Context: an optimization exercise on an open-source flow, tuned for small area. The choices shown serve that exercise and are no tape-out recipe.

==> flow/design.v <==
module rf_riscv_mp #(
    parameter  int unsigned XLEN   = 32,
    parameter  int unsigned DEPTH  = 32,
    parameter  int unsigned NRD    = 4,
    parameter  int unsigned BYPASS = 1,
    localparam int unsigned AW     = $clog2(DEPTH)
) (
    input  logic                  clk_i,
    input  logic                  rst_i,
    output logic                  ready_o,
    input  logic [NRD*AW-1:0]     read_addr_i,
    output logic [NRD*XLEN-1:0]   read_data_o,
    input  logic                  we0_i,
    input  logic [AW-1:0]         wa0_i,
    input  logic [XLEN-1:0]       wd0_i,
    input  logic                  we1_i,
    input  logic [AW-1:0]         wa1_i,
    input  logic [XLEN-1:0]       wd1_i,
    output logic                  wr_conflict_o
);
    localparam logic [4:0] LFSR_INIT = 5'b00001;
    function automatic logic [4:0] lfsr_step(input logic [4:0] s);
        lfsr_step = {s[3:0], s[4] ^ s[2]};
    endfunction
    function automatic logic [4:0] lfsr_last();
        logic [4:0] s;
        s = LFSR_INIT;
        for (int i = 0; i < 30; i++) s = lfsr_step(s);
        lfsr_last = s;
    endfunction
    localparam logic [4:0] LFSR_LAST = lfsr_last();
    logic       run_q;
    logic [4:0] lfsr_q;
    logic       conflict_q;
    logic       wr0_en_c, wr1_en_c;
    always_ff @(posedge clk_i) begin
        if (rst_i) begin
            run_q      <= 1'b0;
            lfsr_q     <= LFSR_INIT;
            conflict_q <= 1'b0;
        end else begin
            lfsr_q     <= lfsr_step(lfsr_q);
            if (lfsr_q == LFSR_LAST) run_q <= 1'b1;
            conflict_q <= wr0_en_c && wr1_en_c && (wa0_i == wa1_i);
        end
    end
    assign wr0_en_c = run_q && we0_i && (wa0_i != '0);
    assign wr1_en_c = run_q && we1_i && (wa1_i != '0);
    logic [XLEN-1:0] mem_q [1:DEPTH-1];
    for (genvar r = 1; r < DEPTH; r++) begin : g_reg
        logic s1, s0, hold;
        assign s1   = !rst_i && wr1_en_c && (wa1_i == AW'(r));
        assign s0   = !rst_i && wr0_en_c && (wa0_i == AW'(r)) && !s1;
        assign hold = rst_i || (run_q && !s1 && !s0);
        logic [XLEN-1:0] mem_d;
        for (genvar b = 0; b < XLEN; b++) begin : g_bit
            rf_sel3 u_wr (
                .s0_i(s1), .d0_i(wd1_i[b]), .s1_i(s0), .d1_i(wd0_i[b]), .s2_i(hold), .d2_i(mem_q[r][b]),
                .y_o(mem_d[b])
            );
        end
        always_ff @(posedge clk_i) begin
            mem_q[r] <= mem_d;
        end
    end
    for (genvar k = 0; k < NRD; k++) begin : g_rd
        logic [AW-1:0]    raddr;
        logic             f1, f0;
        logic [DEPTH-1:1] rsel;
        logic [XLEN-1:0]  rdata;
        assign raddr = read_addr_i[k*AW +: AW];
        logic             hit1, hit0, nofwd;
        logic [7:0]       pre_hi;
        logic [3:0]       pre_lo;
        assign hit1  = (BYPASS != 0) && wr1_en_c && (wa1_i == raddr);
        assign hit0  = (BYPASS != 0) && wr0_en_c && (wa0_i == raddr);
        assign f1    = hit1;
        assign f0    = hit0 && !hit1;
        assign nofwd = run_q && !hit1 && !hit0;
        for (genvar i = 0; i < 8; i++) begin : g_hi
            assign pre_hi[i] = nofwd && (raddr[4:2] == 3'(i));
        end
        for (genvar j = 0; j < 4; j++) begin : g_lo
            assign pre_lo[j] = (raddr[1:0] == 2'(j));
        end
        for (genvar r = 1; r < DEPTH; r++) begin : g_sel
            assign rsel[r] = pre_hi[r/4] && pre_lo[r%4];
        end
        logic [32:0]     src_sel;
        logic [XLEN-1:0] src_dat [33];
        assign src_sel[0] = f1;
        assign src_dat[0] = wd1_i;
        assign src_sel[1] = f0;
        assign src_dat[1] = wd0_i;
        for (genvar r = 1; r < DEPTH; r++) begin : g_src
            assign src_sel[r+1] = rsel[r];
            assign src_dat[r+1] = mem_q[r];
        end
        for (genvar b = 0; b < XLEN; b++) begin : g_bit
            logic [10:0] grp_n;
            for (genvar g = 0; g < 11; g++) begin : g_grp
                rf_aoi3 u_aoi (
                    .s0_i(src_sel[3*g]),   .d0_i(src_dat[3*g][b]),
                    .s1_i(src_sel[3*g+1]), .d1_i(src_dat[3*g+1][b]),
                    .s2_i(src_sel[3*g+2]), .d2_i(src_dat[3*g+2][b]),
                    .y_n_o(grp_n[g])
                );
            end
            rf_nand11 u_or (.a_i(grp_n), .y_o(rdata[b]));
        end
        assign read_data_o[k*XLEN +: XLEN] = rdata;
    end
    assign ready_o       = run_q;
    assign wr_conflict_o = conflict_q;
endmodule
module rf_sel3 (
    input  logic s0_i, d0_i, s1_i, d1_i, s2_i, d2_i,
    output logic y_o
);
    assign y_o = (s0_i & d0_i) | (s1_i & d1_i) | (s2_i & d2_i);
endmodule
module rf_aoi3 (
    input  logic s0_i, d0_i, s1_i, d1_i, s2_i, d2_i,
    output logic y_n_o
);
    assign y_n_o = ~((s0_i & d0_i) | (s1_i & d1_i) | (s2_i & d2_i));
endmodule
module rf_nand11 (
    input  logic [10:0] a_i,
    output logic        y_o
);
    assign y_o = ~&a_i;
endmodule
export LEC_CHECK = 0
export CAP_MARGIN = 20
export CORE_MARGIN = 2
export CORE_UTILIZATION = 50
export GPL_TIMING_DRIVEN = 0
export SETUP_SLACK_MARGIN = 0.2
export SLEW_MARGIN = 20
export SYNTH_HIERARCHICAL = 1
export SYNTH_MINIMUM_KEEP_SIZE = 0
create_clock -name core_clock -period 6.0 [get_ports {clk_i}]
run.sh (not shown) runs the stock make flow with config.mk's settings and CLKGATE_MAP_FILE= SYNTH_SCRIPT=/design/flow/synth_recipe.tcl, a recipe that flattens the netlist after the stock synthesis.
The starting point did not get past 5_1_grt with GRT-0116.
Change:
- CAP_MARGIN: 20 -> 5
- SETUP_SLACK_MARGIN: 0.2 -> 0.05
- SLEW_MARGIN: 20 -> 5
=> The changed run never finished: it broke off in 5_1_grt (GRT-0116). Synthesized area stays the same. Synthesized cell count stays the same.
No functional check of the RTL was part of any run of this note.
